Source: an optimization exercise on an open RTL-to-GDS flow (aim: small area, a short achievable clock period and few clock cycles per item). Production flows keep margins and buffers that such runs may drop.
The RTL was checked by simulation tests, not by an equivalence proof against the original design.
Power is estimated from default activity; no workload was simulated.

File: design/flow/constraint.sdc
create_clock -name core_clock -period 7.0 [get_ports {clk}]
set_input_delay 1.4000 -clock core_clock [delete_from_list [all_inputs] [get_ports {clk}]]
set_output_delay 1.4000 -clock core_clock [all_outputs]
set_load 0.01 [all_outputs]
File: design/flow/config.mk
export PLATFORM = sky130hd
export DESIGN_NAME = moesi_cache_top
export DESIGN_NICKNAME = moesi_cache_top
export VERILOG_FILES = /design/flow/design.v
export SDC_FILE = /design/flow/constraint.sdc
export NUM_CORES = 4
export LEC_CHECK = 0
export CAP_MARGIN = 20
export CORE_MARGIN = 2
export CORE_UTILIZATION = 60
export CTS_CLUSTER_DIAMETER = 100
export CTS_CLUSTER_SIZE = 20
export SETUP_SLACK_MARGIN = 3.6
export SLEW_MARGIN = 20
File: design/flow/run.sh
#!/bin/bash
# synth_recipe.tcl (not shown) runs the flow's synth.tcl, then flattens the netlist and writes it again
# the make line also repeats each setting of config.mk as NAME=value (left out here)
make -C /OpenROAD-flow-scripts/flow DESIGN_CONFIG=/design/flow/config.mk WORK_HOME=/design/flow/orfs CLKGATE_MAP_FILE= SYNTH_SCRIPT=/design/flow/synth_recipe.tcl finish
File: design/flow/design.v
package cache_pkg;
  typedef logic [9-1:0]  addr_t;   
  typedef logic [8-1:0]  data_t;   
  typedef logic [2-1:0]   tag_t;    
  typedef logic [7-1:0] index_t;  
  typedef enum logic [2:0] {
    line_i = 3'b000,  
    line_s = 3'b001,  
    line_e = 3'b010,  
    line_o = 3'b011,  
    line_m = 3'b100   
  } moesi_e;
  typedef enum logic [2:0] {
    op_none      = 3'd0,
    op_cpu_read  = 3'd1,
    op_cpu_write = 3'd2,
    op_dir_inv   = 3'd3,  
    op_dir_gets  = 3'd4   
  } op_e;
endpackage
module moesi_cache_top
(
  input  logic  clk,
  input  logic  rst_n,
  input  logic  cpu_read_req,
  input  cache_pkg::addr_t cpu_read_addr,
  output logic  cpu_read_ack,
  output cache_pkg::data_t cpu_read_data,
  input  logic  cpu_write_req,
  input  cache_pkg::addr_t cpu_write_addr,
  input  cache_pkg::data_t cpu_write_data,
  output logic  cpu_write_ack,
  output logic  read_s,
  output logic  read_ex,
  output cache_pkg::addr_t cache_req_addr,
  output logic  write_back,
  output cache_pkg::tag_t  wb_tag,
  output cache_pkg::data_t wb_data,
  input  logic  read_s_ack,
  input  logic  read_ex_ack,
  input  cache_pkg::data_t mem_data,
  input  logic  shared,
  input  logic  inv_req,
  input  cache_pkg::addr_t inv_addr,
  output logic  inv_ack,
  input  logic  gets_req,
  input  cache_pkg::addr_t gets_addr,
  output logic  gets_ack,
  output cache_pkg::data_t owned_data
);
  localparam int N = 128;
  logic [N-1:0]     v_mem, d_mem, x_mem;
  cache_pkg::tag_t  tag_mem  [N];
  cache_pkg::data_t data_mem [N];
  logic any_req;
  cache_pkg::addr_t sel_addr;
  assign any_req  = cpu_read_req | cpu_write_req | inv_req | gets_req;
  assign sel_addr = ({9{cpu_read_req}}  & cpu_read_addr)  |
                    ({9{cpu_write_req}} & cpu_write_addr) |
                    ({9{inv_req}}       & inv_addr)       |
                    ({9{gets_req}}      & gets_addr);
  logic [3:0]  rd_hi;
  logic [31:0] rd_lo;
  always_comb begin
    for (int j = 0; j < 4; j++)
      rd_hi[j] = (cpu_read_req  & (cpu_read_addr[6:5]  == j[1:0])) |
                 (cpu_write_req & (cpu_write_addr[6:5] == j[1:0])) |
                 (inv_req       & (inv_addr[6:5]       == j[1:0])) |
                 (gets_req      & (gets_addr[6:5]      == j[1:0]));
    for (int k = 0; k < 32; k++)
      rd_lo[k] = (cpu_read_req  & (cpu_read_addr[4:0]  == k[4:0])) |
                 (cpu_write_req & (cpu_write_addr[4:0] == k[4:0])) |
                 (inv_req       & (inv_addr[4:0]       == k[4:0])) |
                 (gets_req      & (gets_addr[4:0]      == k[4:0]));
  end
  logic [12:0] rd_grp [4];
  logic [12:0] rd_line;
  logic [7:0]  rd_data_a, rd_data_b;
  always_comb begin
    rd_line   = '0;
    rd_data_a = '0;
    rd_data_b = '0;
    for (int j = 0; j < 4; j++) begin
      rd_grp[j] = '0;
      for (int k = 0; k < 32; k++)
        rd_grp[j] = rd_grp[j] | ({13{rd_lo[k]}} &
                    {v_mem[32*j+k], d_mem[32*j+k], x_mem[32*j+k], tag_mem[32*j+k], data_mem[32*j+k]});
      rd_line = rd_line | ({13{rd_hi[j]}} & rd_grp[j]);
      if (j < 2) rd_data_a = rd_data_a | ({8{rd_hi[j]}} & rd_grp[j][7:0]);
      else       rd_data_b = rd_data_b | ({8{rd_hi[j]}} & rd_grp[j][7:0]);
    end
  end
  logic rd_v, rd_d, rd_x;
  assign rd_v = rd_line[12];
  assign rd_d = rd_line[11];
  assign rd_x = rd_line[10];
  logic busy;                             
  logic lk_rd, lk_wr, lk_inv, lk_gets;    
  logic w_rd, w_wr;                       
  cache_pkg::addr_t addr_q;
  cache_pkg::tag_t  l_tx;
  cache_pkg::data_t l_data_a, l_data_b, l_data;
  assign l_data = l_data_a | l_data_b;
  logic l_v, l_d, l_x;
  always_ff @(posedge clk) begin
    addr_q <= sel_addr;
    l_tx   <= rd_line[9:8] ^ sel_addr[8:7];
    l_data_a <= rd_data_a;
    l_data_b <= rd_data_b;
    l_v    <= rd_v;
    l_d    <= rd_d;
    l_x    <= rd_x;
  end
  logic eq, hit, rd_miss, wr_dir, fill_s, fill_x;
  assign eq      = (l_tx == 2'b00);
  assign hit     = l_v & eq;
  assign rd_miss = ~hit;                   
  assign wr_dir  = ~(hit & l_x);           
  assign fill_s  = w_rd & read_s_ack;
  assign fill_x  = w_wr & read_ex_ack;
  always_ff @(posedge clk) begin
    if (!rst_n) begin
      busy    <= 1'b0;
      lk_rd   <= 1'b0;
      lk_wr   <= 1'b0;
      lk_inv  <= 1'b0;
      lk_gets <= 1'b0;
      w_rd    <= 1'b0;
      w_wr    <= 1'b0;
    end else begin
      lk_rd   <= ~busy & cpu_read_req;
      lk_wr   <= ~busy & cpu_write_req;
      lk_inv  <= ~busy & inv_req;
      lk_gets <= ~busy & gets_req;
      w_rd    <= (lk_rd & rd_miss) | (w_rd & ~read_s_ack);
      w_wr    <= (lk_wr & wr_dir)  | (w_wr & ~read_ex_ack);
      busy    <= ~busy ? any_req :
                 ((lk_rd & rd_miss) | (w_rd & ~read_s_ack) |
                  (lk_wr & wr_dir)  | (w_wr & ~read_ex_ack));
    end
  end
  logic wr_hit, we;
  logic v_n, d_n, x_n;
  cache_pkg::data_t data_n;
  assign wr_hit = lk_wr & hit & l_x;
  assign we     = ~rst_n | ((lk_inv | lk_gets) & hit) | wr_hit | fill_s | fill_x;
  assign v_n    = rst_n & ~lk_inv;
  assign d_n    = lk_gets ? l_d : ~w_rd;
  assign x_n    = ~lk_gets & ~(w_rd & shared);
  assign data_n = w_rd ? mem_data : (lk_gets ? l_data : cpu_write_data);
  logic [7:0]   wr_hi;
  logic [15:0]  wr_lo;
  logic [N-1:0] wr_row;
  always_comb begin
    for (int j = 0; j < 8; j++)  wr_hi[j] = ~rst_n | (addr_q[6:4] == j[2:0]);
    for (int k = 0; k < 16; k++) wr_lo[k] = ~rst_n | (addr_q[3:0] == k[3:0]);
    for (int i = 0; i < N; i++)  wr_row[i] = wr_hi[i/16] & wr_lo[i%16];
  end
  for (genvar i = 0; i < N; i++) begin : g_row
    always_ff @(posedge clk) begin
      if (we && wr_row[i]) begin
        v_mem[i]    <= v_n;
        d_mem[i]    <= d_n;
        x_mem[i]    <= x_n;
        tag_mem[i]  <= addr_q[8:7];
        data_mem[i] <= data_n;
      end
    end
  end
  assign cpu_read_ack   = (lk_rd & hit) | fill_s;
  assign cpu_write_ack  = wr_hit | fill_x;
  assign inv_ack        = lk_inv;
  assign gets_ack       = lk_gets;
  assign read_s         = (lk_rd & rd_miss) | w_rd;
  assign read_ex        = (lk_wr & wr_dir) | w_wr;
  assign write_back     = (lk_rd | lk_wr | w_rd | w_wr) & l_v & ~eq;
  assign cache_req_addr = addr_q;
  assign wb_tag         = l_tx ^ addr_q[8:7];
  assign wb_data        = l_data & {8{~lk_inv | (hit & (l_d | l_x))}};
  assign owned_data     = l_data & {8{hit & l_d}};
  assign cpu_read_data  = w_rd ? mem_data : l_data;
endmodule
==> results of run 1 <==
-- timing repair --
item	in CTS	in global routing
endpoints found under the setup margin	1633	144
buffers inserted	165	42
cloned	29	2
pin swaps	90	66
resized for setup	502	147
-- logic make-up (layout without fill, tap and decap cells) --
group | after synthesis | count (layout) | synth area share [%]
and+or+nand+nor | 528 | 535 | 4.45
muxes | 1 | 1 | 0.0179
DFF | 1701 | 1701 | 80.6
other | 0 | 6 | 0
AOI/OAI and AO/OA | 1062 | 1062 | 13.3
buffers and inverters | 207 | 732 | 1.57
xor gates and xnor gates | 4 | 4 | 0.0557
-- power by group --
part | switching, W | internal [W] | total (W)
clock network | 0.00318 | 0.00258 | 0.00576
logic | 0.00228 | 0.000767 | 0.00304
registers | 0.000328 | 0.0124 | 0.0127
total | 0.00579 | 0.0157 | 0.0215
-- placed cells by master (no fill, tap or decap), types with 10 or more instances in the layout --
cell,instances
buf_4,360
clkbuf_16,100
dfxtp_2,11
bufbuf_16,19
o21ai_0,110
a221oi_1,183
nand3_1,24
a21oi_1,13
nor3_2,17
clkbuf_2,13
dlygate4sd2_1,11
o221ai_4,20
nor3_1,18
clkdlybuf4s50_1,37
nand4_1,134
o21ai_4,14
buf_8,10
a22oi_1,278
nand2_1,42
buf_6,33
clkbuf_1,48
o22ai_4,10
a221oi_2,53
buf_12,53
edfxtp_1,1664
or2_4,18
a22oi_2,17
dfxtp_1,22
nor2_1,158
nor2_2,15
nand4b_1,12
o22ai_1,14
nor3_4,12
o21ai_1,19
a22o_1,274
buf_2,19
-- per-layer routing --
| layer | GRT usage (%) | vias to the layer above | wire length, um |
|---|---|---|---|
| met4 | 28.9 | 16 | 20000 |
| met5 | 0.0444 | - | 106 |
| met2 | 67.8 | 4422 | 107000 |
| met1 | 60.5 | 21100 | 79600 |
| met3 | 17.0 | 965 | 43500 |
| li1 | - | 15800 | - |
-- cell type report --
| class | count | area [um^2] | share of cell area, % |
|---|---|---|---|
| antenna | 6 | 15.0 | 0.0202 |
| clock buffer | 145 | 2610 | 3.52 |
| clock inverter | 5 | 57.6 | 0.0776 |
| inverter | 7 | 35.0 | 0.0472 |
| multi-input combinational | 1602 | 13100 | 17.7 |
| sequential | 1701 | 50700 | 68.4 |
| tap | 1380 | 1730 | 2.33 |
| timing repair buffer | 574 | 5890 | 7.94 |
| timing repair inverter | 1 | 7.51 | 0.0101 |
-- worst max-delay path by stage --
stage	to	cells after the start
after floorplan	x_mem[0]	1
after global routing	l_x	14
after detailed placement	l_data_b[6]	9
final	l_x	11
after CTS	l_data_a[7]	13
after global placement	l_data_a[6]	10
-- critical path, stage by stage --
cell and delay (ns):
buf_4 0.18, or2b_4 0.26, o22ai_1 0.12, buf_6 0.19, or2_4 0.36, buf_6 0.17, a22o_1 0.23, a221oi_2 0.28
nand4_1 0.38, o21ai_4 0.45, o2111ai_1 0.17
-- metrics by stage --
step	instance area (um^2)	std cells
floorplan	62900	3503
global placement	67100	5027
detailed placement	67100	5027
CTS	73400	5371
global route	74200	5415
finish	74200	5421
-- state kept, by name, summed over array words and instances (netlist names), 2 cells and up --
| register | cells |
|---|---|
| l_tx | 2 |
| d_mem | 128 |
| tag_mem | 256 |
| addr_q | 9 |
| l_data_a | 8 |
| l_data_b | 8 |
| v_mem | 128 |
| data_mem | 1024 |
| x_mem | 128 |
==> summary.txt, run 1 <==
Run
  • Max cap viols: 0

Critical path
  • CP Data Arrival Time: 4.22 ns
  • Crit path from: cpu_read_addr[2]
  • Reg2reg start: l_data_a[5]
  • Crit Path Max Fanout: 12
  • Crit start category: input pin
  • Register-to-register setup slack: 3.92 ns
  • CP Capture Type: register
  • CP Class: in2reg
  • Worst R2R Path Depth: 6
  • Required time worst endpoint: 7.58 ns
  • Worst flop-to-flop path endpoint: data_mem[63][5]

Yosys
  • Netlist cell types: 59
  • Avg Cell Area, Syn: approximately 18 um^2
  • Synth cell count leaders: 1664 x edfxtp_1, 292 x a22oi_1, 279 x a22o_1
  • Synth top area share: slightly below 80%
  • Synth area leader: edfxtp_1
  • Ys Warns: 4
  • Sequential element share of the synthesized area: 80.6%
  • Post-Syn Nets: between 3000 and 4000
  • Top FF cell, synth: edfxtp_1
  • Post-synthesis register bit count: 1701
  • Number of synthesized flops with an enable pin: 1664
  • Fraction of registers with async set/reset: 0%
  • Ranking of synthesized cells by area: edfxtp_1 79%, a22o_1 3.9%, a22oi_1 3.5%, a221oi_1 3.3%, nand4_1 1.3%
  • Synthesized instance count: 3503
  • Cell Area, Synth: 62900 um^2
  • Count leader, synth: edfxtp_1

Detailed routing
  • Post-DR vias/cell: 7.80
  • Pre-antenna DRT Iters: 9
  • DRT antenna net count: 0
  • Routed wire length: 251000 um
  • Total number of vias: 42300
  • Drt first-iter violations: 8793
  • Routed WL per cell: 46.2 um
  • Post-route DRC violation count: 0

Cells and area
  • Util after Layout: 71.5%
  • P&R area growth vs syn: 17.9%
  • Layout Nets: 4043
  • Fillers: 6444
  • Fraction of layout cells with a size suffix above 1: 22.7%

STA
  • # setup viols final: 0
  • Minimum hold slack: 0.461 ns
  • Final period utilization: 52.0%
  • Fmax: roughly 0.27 GHz
  • Tmin final: about 3.6 ns
  • Worst slew pin tran: 1.00 ns
  • Max-slew violations: 0
  • Final setup TNS: 0 ns
  • RSZ-0062 raised after global routing: yes
  • Clk_skew: 0.0363 ns
  • Fin. Hold Viols: 0
  • Slew HR: 33.1%
  • Worst setup slack after layout: roughly 3.4 ns

Die
  • DIE HEIGHT: ~330 um
  • Die area: 107000 um^2
  • Std-Cell Rows: about 120
  • Starting Density: 60.6%
  • Total core area: 104000 um^2
  • Num ports: approximately 100
  • Die W: 328 um

Power
  • Power per cell area: 290 nW/um^2
  • Total power: 0.0215 W
  • Peak VDD IR: 0.249 mV
  • LEAKAGE: 23.8 nW

Global route
  • First-pass GRT wire length: approximately 330000 um
  • Initial antenna violation count: 13
  • GRT Total Usage: 46.7%
  • Vias in the first global route: 39100
  • Grt ovf: 0
  • Largest net degree at the start of global routing: ~110

Min path
  • Hold wc startpoint: busy
  • Hold EP: busy
  • Hold Crit Depth: 1
  • Min-delay worst type: reg2reg

Clock tree
  • Clock slew at reported path FFs: 0.09 ns
  • Clock Sink Count: 1701
  • Maximum level of the CTS H-tree: 3
  • Clock Latency Late Sink: 0.72 ns
  • CTS max path bufs: 3
  • CTS tree: done
  • CTS root buf: clkbuf_16
  • Post-CTS Hold Fix Bufs: 0
  • Number of buffers created by CTS: 95

Placement
  • Port-buffer cells: 102
  • Final HPWL DP: 133000 um
  • GPL Wtd Cong: 0.937
  • Pre-CTS WS: around 0.94 ns

Status
  • Status: finished clean
Testbench counts, summed over its fixed seeds: cycles 84,376, items 24,000.
==> run 2: changes to the inputs <==
--- a/design/flow/config.mk
+++ b/design/flow/config.mk
@@ -12,3 +12,3 @@
 export CTS_CLUSTER_SIZE = 20
-export SETUP_SLACK_MARGIN = 3.6
+export SETUP_SLACK_MARGIN = 3.8
 export SLEW_MARGIN = 20
==> run 2 against run 1 <==
- still clean on timing, DRC and antenna
- critical path depth stayed put
- maximum frequency grew 0.96%
- sequential power barely moved
- critical path type unchanged
- critical endpoint is now l_v
- largest power group unchanged
==> summary.txt, run 2 <==
Global route
  • Initial antenna violation count: 8
  • First-pass GRT wire length: 330000 um
  • Largest net degree at the start of global routing: 120
  • Vias in the first global route: 39700
  • GRT Total Usage: 45.9%
  • Grt ovf: 0

Critical path
  • CP Data Arrival Time: 4.18 ns
  • Register-to-register setup slack: 3.89 ns
  • Required time worst endpoint: ~7.6 ns
  • Crit start category: input pin
  • CP Capture Type: register
  • Crit Path Max Fanout: 6
  • CP Class: in2reg

Clock tree
  • CTS root buf: clkbuf_16
  • Maximum level of the CTS H-tree: 3
  • CTS max path bufs: 3
  • Clock slew at reported path FFs: roughly 0.08 ns
  • Clock Sink Count: 1701
  • Number of buffers created by CTS: 96
  • CTS tree: done
  • Clock Latency Late Sink: 0.73 ns

Cells and area
  • Commonest non-fill, non-tap cell in the layout: edfxtp_1
  • Fraction of layout cells with a size suffix above 1: between 20 and 30%
  • P&R area growth vs syn: 23.0%
  • Biggest regs: data_mem x1024, tag_mem x256
  • Layout Nets: 4230
  • Largest register by flop count: data_mem
  • Most frequent cells in the layout: 1664 x edfxtp_1, 450 x buf_4, 270 x a22o_1
  • Layout Cell Area excl Fill: just under 80000 um^2
  • Flip-flop count of the largest register after layout: 1024
  • Fillers: 6131

Yosys
  • Synth cell count leaders: 1664 x edfxtp_1, 292 x a22oi_1, 279 x a22o_1
  • Sequential element share of the synthesized area: about four fifths
  • Synth top area share: 79.4%
  • Synth area leader: edfxtp_1
  • Netlist cell types: 59
  • Avg Cell Area, Syn: ~18 um^2
  • Compound-Gate Fraction of Synth Area: 13.3%
  • Synthesized instance count: approximately 3500
  • Fraction of registers with async set/reset: 0%
  • Synth Area in Adders: 0%
  • Post-Syn Nets: roughly 3600
  • Top FF cell, synth: edfxtp_1
  • Ys Warns: 4
  • Mux share of post-synthesis cell area: 0.0179%
  • Ranking of synthesized cells by area: edfxtp_1 79%, a22o_1 3.9%, a22oi_1 3.5%, a221oi_1 3.3%, nand4_1 1.3%
  • Simple-Gate Fraction of Synth Area: 4.45%
  • Count leader, synth: edfxtp_1
  • XOR/XNOR Fraction of Synth Area: 0.0557%
  • Post-synthesis register bit count: 1701
  • Combinational family with the most area after synthesis: compound AO/OA/AOI/OAI gates
  • Cell Area, Synth: 62900 um^2
  • Number of synthesized flops with an enable pin: 1664

STA
  • Max-slew violations: 0
  • Final setup TNS: 0 ns
  • Worst slew pin tran: 1.05 ns
  • Worst setup slack after layout: 3.40 ns
  • Clk_skew: around 0.029 ns
  • Slew HR: approximately 30%
  • # setup viols final: 0
  • Final period utilization: 51.5%
  • Fmax: roughly 0.28 GHz
  • Tmin final: 3.60 ns
  • Fin. Hold Viols: 0
  • RSZ-0062 raised after global routing: yes

Die
  • Starting Density: 60.6%
  • Die W: between 300 and 400 um
  • Num ports: 103
  • Total core area: 104000 um^2
  • Die area: 107000 um^2
  • DIE HEIGHT: 328 um
  • Std-Cell Rows: 118

Detailed routing
  • Post-DR vias/cell: ~7.6
  • Total number of vias: 43000
  • Routed WL per cell: between 40 and 50 um
  • Pre-antenna DRT Iters: 9
  • DRT antenna net count: 0
  • Drt first-iter violations: 8886
  • Routed wire length: between 200000 and 300000 um
  • Post-route DRC violation count: 0

Placement
  • GPL Wtd Cong: 0.953
  • Post-Place Cell Area: 67400 um^2
  • Final HPWL DP: 136000 um
  • Port-buffer cells: roughly 100
  • Pre-CTS WS: 0.930 ns

Run
  • Max cap viols: 0

Status
  • Status: finished clean

Power
  • Peak VDD IR: 0.241 mV
  • LEAKAGE: 25.3 nW
  • Power per cell area: 283 nW/um^2

Min path
  • Min-delay worst type: reg2reg
run 2: cells by family after synthesis:
family,after synthesis
buffers and inverters,207
AND/OR/NAND/NOR,528
multiplexers,1
XOR/XNOR,4
flip-flops,1701
AO/OA/AOI/OAI,1062
run 2: worst paths after layout:
kind,from,end,cells after the start
setup reg to reg,l_v,data_mem[81][5],8
hold / removal,busy,busy,1
setup / recovery,cpu_read_addr[0],l_v,11
hold reg to reg,busy,busy,1
run 2: repair_timing:
| action | 4_1_cts | 5_1_grt |
|---|---|---|
| resized for setup | 795 | 227 |
| setup buffers | 251 | 101 |
| pin swaps | 172 | 137 |
| endpoints found under the setup margin | 1721 | 469 |
| cloned | 23 | 11 |
| hold buffers | 0 | 0 |
run 2: layout make-up:
type / count / area, um^2 / area share [%]
diodes: 3 / 7.51 / 0.00971
clock buffers: 176 / 2790 / 3.60
clock inverters: 5 / 70.1 / 0.0906
inverters: 7 / 41.3 / 0.0534
multi-input cells: 1602 / 13800 / 17.9
flip-flops and latches: 1701 / 50800 / 65.6
well taps: 1380 / 1730 / 2.23
repair buffers: 761 / 8120 / 10.5
run 2: metal layers:
layer,GRT usage (%),up-vias,wire [um]
met1,60.3,21600,81700
met2,67.2,4270,109000
met3,14.7,947,40000
met5,0,-,55
li1,-,16200,-
met4,28.6,8,20500
run 2: metrics by stage:
| stage | power (W) | hold slack [ns] | util (%) | std cells |
|---|---|---|---|---|
| 4_1_cts | 0.0215 | 0.460 | 72.3 | 5519 |
| 3_3_place_gp | 0.0154 | 0.443 | 64.8 | 5061 |
| 5_1_grt | 0.0222 | 0.511 | 74.5 | 5632 |
| 6_report | 0.0219 | 0.456 | 74.5 | 5635 |
| 3_5_place_dp | 0.0155 | 0.445 | 65.0 | 5064 |
| 2_1_floorplan | 0.0139 | 0.422 | - | 3503 |
run 2: worst max-delay path, cell delays in order:
cell and delay (ns):
clkbuf_16 0.13, and4bb_4 0.24, a22oi_2 0.26, o221ai_4 0.31
buf_12 0.23, buf_12 0.13, a22o_1 0.21, a221oi_2 0.23
nand4_1 0.47, o21ai_2 0.37, o2111ai_1 0.16
run 2: power by group:
group          internal, W  switching [W]
clock              0.00272        0.00322
sequential          0.0124       0.000341
combinational     0.000891        0.00231
total               0.0160        0.00586
==> run 3: changes to the inputs <==
--- a/design/flow/config.mk
+++ b/design/flow/config.mk
@@ -12,3 +12,3 @@
 export CTS_CLUSTER_SIZE = 20
-export SETUP_SLACK_MARGIN = 3.8
+export SETUP_SLACK_MARGIN = 3.5
 export SLEW_MARGIN = 20
==> run 3 against run 2 <==
- critical endpoint is now l_tx[1]
- register-to-register slack improved by 0.06 ns
- via count fell by 2.5%
- synthesized cell count did not move
- still clean on timing, DRC and antenna
==> summary.txt, run 3 <==
Clock tree
  • Maximum level of the CTS H-tree: 3
  • Clock slew at reported path FFs: 0.08 ns
  • CTS max path bufs: 3
  • Number of buffers created by CTS: 95
  • Clock Sink Count: 1701
  • CTS root buf: clkbuf_16
  • Clock Latency Late Sink: 0.73 ns
  • CTS tree: done

Cells and area
  • Layout Nets: 4000
  • Biggest regs: data_mem x1024, tag_mem x256
  • Fraction of layout cells with a size suffix above 1: 21.0%
  • Flip-flop count of the largest register after layout: 1024
  • Commonest non-fill, non-tap cell in the layout: edfxtp_1
  • Most frequent cells in the layout: 1664 x edfxtp_1, 341 x buf_4, 278 x a22oi_1
  • Non-filler cells, final: 5378
  • Register area: 50700 um^2
  • Layout Cell Area excl Fill: 73400 um^2
  • Largest register by flop count: data_mem
  • Fillers: 6531
  • P&R area growth vs syn: 16.7%
  • Area of the multi-input gates: 13000 um^2
  • Util after Layout: 70.7%

Yosys
  • Ranking of synthesized cells by area: edfxtp_1 79%, a22o_1 3.9%, a22oi_1 3.5%, a221oi_1 3.3%, nand4_1 1.3%
  • Sequential element share of the synthesized area: 80.6%
  • Synth area leader: edfxtp_1
  • Avg Cell Area, Syn: approximately 18 um^2
  • Post-Syn Nets: 3564
  • Synth top area share: 79.4%
  • Netlist cell types: 59
  • Top FF cell, synth: edfxtp_1
  • Synthesized instance count: about 3500
  • Count leader, synth: edfxtp_1
  • Cell Area, Synth: 62900 um^2
  • Number of synthesized flops with an enable pin: 1664
  • Post-synthesis register bit count: 1701
  • Fraction of registers with async set/reset: 0%
  • Synth cell count leaders: 1664 x edfxtp_1, 292 x a22oi_1, 279 x a22o_1
  • Ys Warns: 4

Critical path
  • Crit path from: gets_req
  • Reg2reg start: l_data_a[5]
  • CP Data Arrival Time: 4.19 ns
  • CP Class: in2reg
  • Crit start category: input pin
  • CP Cell Sequence: buf_4, or4bb_4, o221ai_4, buf_12, a22oi_1, and4_1, a41oi_4, a2111oi_4, xnor2_1
  • Required time worst endpoint: 7.60 ns
  • CP peak stage delay: 0.66 ns
  • CP Capture Type: register
  • Crit Path Max Fanout: 40
  • Worst path slowest cell: or4bb_4

Die
  • Starting Density: roughly 60%
  • DIE HEIGHT: 328 um
  • Die area: about 110000 um^2
  • Die W: 328 um
  • Total core area: roughly 100000 um^2
  • Num ports: 103
  • Std-Cell Rows: 118

Power
  • Power per cell area: just under 300 nW/um^2
  • Peak VDD IR: 0.248 mV
  • LEAKAGE: 23.4 nW

Detailed routing
  • Routed wire length: 246000 um
  • DRT antenna net count: 0
  • Post-route DRC violation count: 0
  • Post-DR vias/cell: 7.79
  • Total number of vias: 41900
  • Routed WL per cell: 45.8 um
  • Pre-antenna DRT Iters: 8
  • Drt first-iter violations: 8840

Placement
  • Port-buffer cells: 102
  • Post-Place Cell Area: 67100 um^2
  • Inst Count DP: 5027
  • Pre-CTS WS: ~0.94 ns
  • GPL Wtd Cong: 0.937
  • Final HPWL DP: 133000 um

Global route
  • Grt ovf: 0
  • GRT Total Usage: 46.0%
  • First-pass GRT wire length: about 330000 um
  • Initial antenna violation count: 12
  • Largest net degree at the start of global routing: 113
  • Vias in the first global route: a little under 40000

STA
  • Final setup TNS: 0 ns
  • Max-slew violations: 0
  • Worst setup slack after layout: 3.41 ns
  • RSZ-0062 raised after global routing: yes
  • Final period utilization: between 50% and 60%
  • Worst slew pin tran: 0.998 ns
  • Fin. Hold Viols: 0
  • Fmax: approximately 0.28 GHz
  • Clk_skew: between 0.03 and 0.04 ns
  • Tmin final: 3.59 ns
  • Slew HR: 33.5%
  • # setup viols final: 0

Min path
  • Hold wc startpoint: busy
  • Min-delay worst type: reg2reg

Status
  • Status: finished clean

Run
  • Max cap viols: 0
run 3: timing repair:
action | CTS | global route
hold buffers | 0 | 0
resized for setup | 426 | 133
setup buffers | 122 | 48
pin swaps | 64 | 53
gates cloned | 25 | 0
endpoints found under the setup margin | 1059 | 420
run 3: per-stage QoR:
stage               hold WS (ns)  power (W)
floorplan                  0.422     0.0139
global placement           0.441     0.0154
detailed placement         0.451     0.0155
CTS                        0.461     0.0212
global route               0.489     0.0218
finish                     0.462     0.0215
run 3: layout make-up:
| type | count | share of cell area [%] |
|---|---|---|
| well taps | 1380 | 2.35 |
| repair buffers | 531 | 7.17 |
| flip-flops and latches | 1701 | 69.1 |
| clock buffers | 145 | 3.55 |
| clock inverters | 5 | 0.0784 |
| repair inverters | 1 | 0.0102 |
| inverters | 7 | 0.0477 |
| multi-input cells | 1602 | 17.7 |
| diodes | 6 | 0.0205 |
run 3: metal layers:
metal  track usage, %  share of wire [%]  vias to the layer above
met1             60.6                 33                    21000
met2             66.6                 43                     4264
met3             15.5                 16                      896
li1                 -                  -                    15700
met5                0              0.019                        -
met4             28.8                7.8                        6
run 3: cells by family after synthesis:
logic type / synth area share [%]
xor gates and xnor gates: 0.0557
AOI/OAI and AO/OA: 13.3
and+or+nand+nor: 4.45
muxes: 0.0179
buffers and inverters: 1.57
DFF: 80.6
run 3: power breakdown:
group	total [W]	internal, W	switching, W
Combinational	0.00297	0.000736	0.00223
Clock	0.00576	0.00258	0.00318
Sequential	0.0127	0.0124	0.000332
run 3: final timing paths:
| check | end | slack, ns | cells after the start |
|---|---|---|---|
| setup / recovery | l_tx[1] | 3.41 | 9 |
| hold / removal | busy | 0.46 | 1 |
| setup reg to reg | data_mem[44][5] | 3.95 | 6 |
| hold reg to reg | busy | 0.46 | 1 |
run 3: critical path, delay by kind of cell:
family / cells / cell delay [ns]
and+or+nand+nor: 2 / 0.98
buffers and inverters: 2 / 0.58
AOI/OAI and AO/OA: 4 / 0.91
xor gates and xnor gates: 1 / 0.15
==> run 4: changes to the inputs <==
--- a/design/flow/config.mk
+++ b/design/flow/config.mk
@@ -11,4 +11,4 @@
 export CTS_CLUSTER_DIAMETER = 100
-export CTS_CLUSTER_SIZE = 20
-export SETUP_SLACK_MARGIN = 3.5
+export CTS_CLUSTER_SIZE = 24
+export SETUP_SLACK_MARGIN = 3.7
 export SLEW_MARGIN = 20
==> run 4 against run 3 <==
- highest routed layer unchanged
- core utilization rose by 1.3 points
- critical endpoint unchanged
- synthesized area did not move
- still clean
- clock skew decreased by 0.0045 ns
- critical path type unchanged
==> summary.txt, run 4 <==
STA
  • Minimum hold slack: between 0.4 and 0.5 ns
  • Max-slew violations: 0
  • Tmin final: 3.80 ns
  • Fmax: 0.263 GHz
  • Slew HR: 26.3%
  • Clk_skew: between 0.03 and 0.04 ns
  • Worst slew pin tran: 1.11 ns
  • Final period utilization: 54.3%
  • RSZ-0062 raised after global routing: yes
  • Final setup TNS: 0 ns
  • # setup viols final: 0
  • Fin. Hold Viols: 0

Power
  • Part of the power in registers: 60.1%
  • Logic pwr share: between 10 and 15%
  • Total power: 0.0212 W
  • Clock power frac: 25.3%
  • NetSw: 0.00567 W
  • Internal: 0.0155 W
  • LEAKAGE: 24.0 nW
  • Sw frac: 26.8%
  • Peak VDD IR: 0.245 mV
  • Power per cell area: 283 nW/um^2

Die
  • Die area: 107000 um^2
  • Std-Cell Rows: 118
  • Starting Density: 60.6%
  • Total core area: 104000 um^2
  • DIE HEIGHT: around 330 um
  • Die W: 328 um
  • Num ports: 103

Cells and area
  • P&R area growth vs syn: 18.9%
  • Commonest non-fill, non-tap cell in the layout: edfxtp_1
  • Layout Cell Area excl Fill: around 75000 um^2
  • Biggest regs: data_mem x1024, tag_mem x256
  • Largest register by flop count: data_mem
  • Flip-flop count of the largest register after layout: 1024
  • Most frequent cells in the layout: 1664 x edfxtp_1, 372 x buf_4, 275 x a22o_1
  • Fillers: 6374
  • Layout Nets: between 4000 and 5000
  • Fraction of layout cells with a size suffix above 1: 24.9%

Global route
  • Grt ovf: 0
  • First-pass GRT wire length: between 300000 and 400000 um
  • Initial antenna violation count: 9
  • Vias in the first global route: 38700
  • GRT Total Usage: a little under half
  • Largest net degree at the start of global routing: ~130

Clock tree
  • Clock Sink Count: 1701
  • CTS root buf: clkbuf_16
  • CTS max path bufs: 3
  • Maximum level of the CTS H-tree: 3
  • Clock Latency Late Sink: 0.72 ns
  • Number of buffers created by CTS: 81
  • CTS tree: done
  • Post-CTS Hold Fix Bufs: 0
  • Clock slew at reported path FFs: 0.10 ns

Placement
  • GPL Wtd Cong: 0.936
  • Final HPWL DP: 133000 um
  • Post-Place Cell Area: 67200 um^2
  • Port-buffer cells: 102

Yosys
  • Number of synthesized flops with an enable pin: 1664
  • Post-synthesis register bit count: 1701
  • Netlist cell types: 59
  • Sequential element share of the synthesized area: 80.6%
  • Avg Cell Area, Syn: 18.0 um^2
  • Top FF cell, synth: edfxtp_1
  • Count leader, synth: edfxtp_1
  • Synth cell count leaders: 1664 x edfxtp_1, 292 x a22oi_1, 279 x a22o_1
  • Post-Syn Nets: ~3600
  • Synthesized instance count: 3503
  • Ys Warns: 4
  • Ranking of synthesized cells by area: edfxtp_1 79%, a22o_1 3.9%, a22oi_1 3.5%, a221oi_1 3.3%, nand4_1 1.3%
  • Fraction of registers with async set/reset: 0%
  • Synth area leader: edfxtp_1
  • Synth top area share: 79.4%
  • Cell Area, Synth: 62900 um^2

Detailed routing
  • DRT antenna net count: 0
  • Total number of vias: between 40000 and 50000
  • Post-DR vias/cell: 7.72
  • Post-route DRC violation count: 0
  • Routed WL per cell: 45.1 um
  • Pre-antenna DRT Iters: 8
  • Drt first-iter violations: 8317
  • Routed wire length: 246000 um

Status
  • Status: finished clean

Critical path
  • Register-to-register setup slack: 3.91 ns
  • CP Class: in2reg
  • Crit Path Max Fanout: 9
  • CP Capture Type: register
  • Required time worst endpoint: 7.63 ns
  • Crit start category: input pin
  • CP Data Arrival Time: 4.43 ns

Min path
  • Min-delay worst type: reg2reg

Run
  • Max cap viols: 0
run 4: cell counts after synthesis:
Identical to the previous run, type by type.
run 4: power by group through the flow:
| stage | logic [W] | clock network, W | registers, W |
|---|---|---|---|
| 6_report | 0.00308 | 0.00536 | 0.0127 |
| 5_1_grt | 0.00310 | 0.00566 | 0.0128 |
| 4_1_cts | 0.00287 | 0.00533 | 0.0127 |
| 3_5_place_dp | 0.00256 | 0 | 0.0129 |
| 3_3_place_gp | 0.00252 | 0 | 0.0129 |
| 2_1_floorplan | 0.00110 | 0 | 0.0128 |
run 4: final timing paths:
check               endpoint              start  cells after the start
max                  l_tx[1]  cpu_write_addr[2]                     10
min                     busy               busy                      1
max reg2reg  data_mem[79][2]            l_tx[0]                     12
min reg2reg             busy               busy                      1
run 4: cells by family after synthesis:
kind of cell	synth area share, %
AO/OA/AOI/OAI	13.3
buffers and inverters	1.57
AND/OR/NAND/NOR	4.45
flip-flops	80.6
XOR/XNOR	0.0557
multiplexers	0.0179
run 4: routing by layer:
metal / track usage (%) / routed length, um / vias to the layer above
li1: - / - / 15900
met1: 59.5 / 80700 / 21200
met2: 66.5 / 106000 / 4093
met3: 13.7 / 38400 / 877
met4: 29.7 / 20200 / 4
met5: 0 / 34 / -
run 4: timing repair:
action                                 4_1_cts  5_1_grt
cloned                                      25        4
pin swaps                                  116      118
endpoints found under the hold margin        0        0
resized for setup                          634      178
buffers inserted                           198       42
setup endpoints to repair                  993      786
run 4: final cells by class:
| class | count | area [um^2] | share of cell area, % |
|---|---|---|---|
| clock inverter | 5 | 80.1 | 0.107 |
| antenna | 5 | 12.5 | 0.0167 |
| inverter | 7 | 42.5 | 0.0569 |
| tap | 1380 | 1730 | 2.31 |
| clock buffer | 128 | 2270 | 3.03 |
| multi-input combinational | 1600 | 13500 | 18.1 |
| timing repair inverter | 1 | 7.51 | 0.0100 |
| sequential | 1701 | 50800 | 67.9 |
| timing repair buffer | 622 | 6370 | 8.52 |
run 4: worst max-delay path, cell delays in order:
cell	delay, ns
buf_4	0.17
nor2b_1	0.22
a22o_2	0.33
buf_4	0.17
o21ai_2	0.12
nand4_1	0.67
nor3_2	0.46
a41oi_4	0.23
a2111oi_4	0.47
xnor2_1	0.17
run 4: stage by stage:
step                      std cells  util [%]  worst slack [ns]
after global routing           5444      72.0              3.32
after CTS                      5397      71.0              3.49
after detailed placement       5041      64.8              1.17
final                          5449      72.0              3.20
after floorplan                3503         -              3.37
after global placement         5041      64.8              1.26

[afterwards: timing with drivers on the ports]
No port has a modelled driver above. Below, the same layouts with a new extraction and two added sets of constraints.
Step 1 (the two cells are an assumption about what drives the block):
set clk [get_ports {clk}]
set_driving_cell -lib_cell sky130_fd_sc_hd__clkbuf_16 $clk
set_driving_cell -lib_cell sky130_fd_sc_hd__buf_2 [delete_from_list [all_inputs] $clk]
Step 2 moves the port delays by t, midway between the first and last clock arrival at a register: inputs arrive t later, outputs are due t later. That takes back most of the time a late clock gives input paths.
a / b / c = no drivers / after step 1 / after step 2; a / b = the first two.
run	t, ns	slack for setup (ns)	hold WS [ns]	worst setup path at the end
run 1	0.774	3.363 / 3.405 / 2.631	0.461 / 0.461 / 0.461	input to register
run 2	0.790	3.398 / 3.355 / 2.565	0.456 / 0.456 / 0.456	input to register
run 3	0.779	3.412 / 3.425 / 2.673	0.462 / 0.462 / 0.462	input to register
run 4	0.774	3.196 / 3.236 / 2.463	0.471 / 0.471 / 0.471	input to register
After both steps every run listed still meets setup and hold. The setup slack of run 2, which loses most, moves by -0.043 ns with the drivers and by -0.833 ns with both steps.
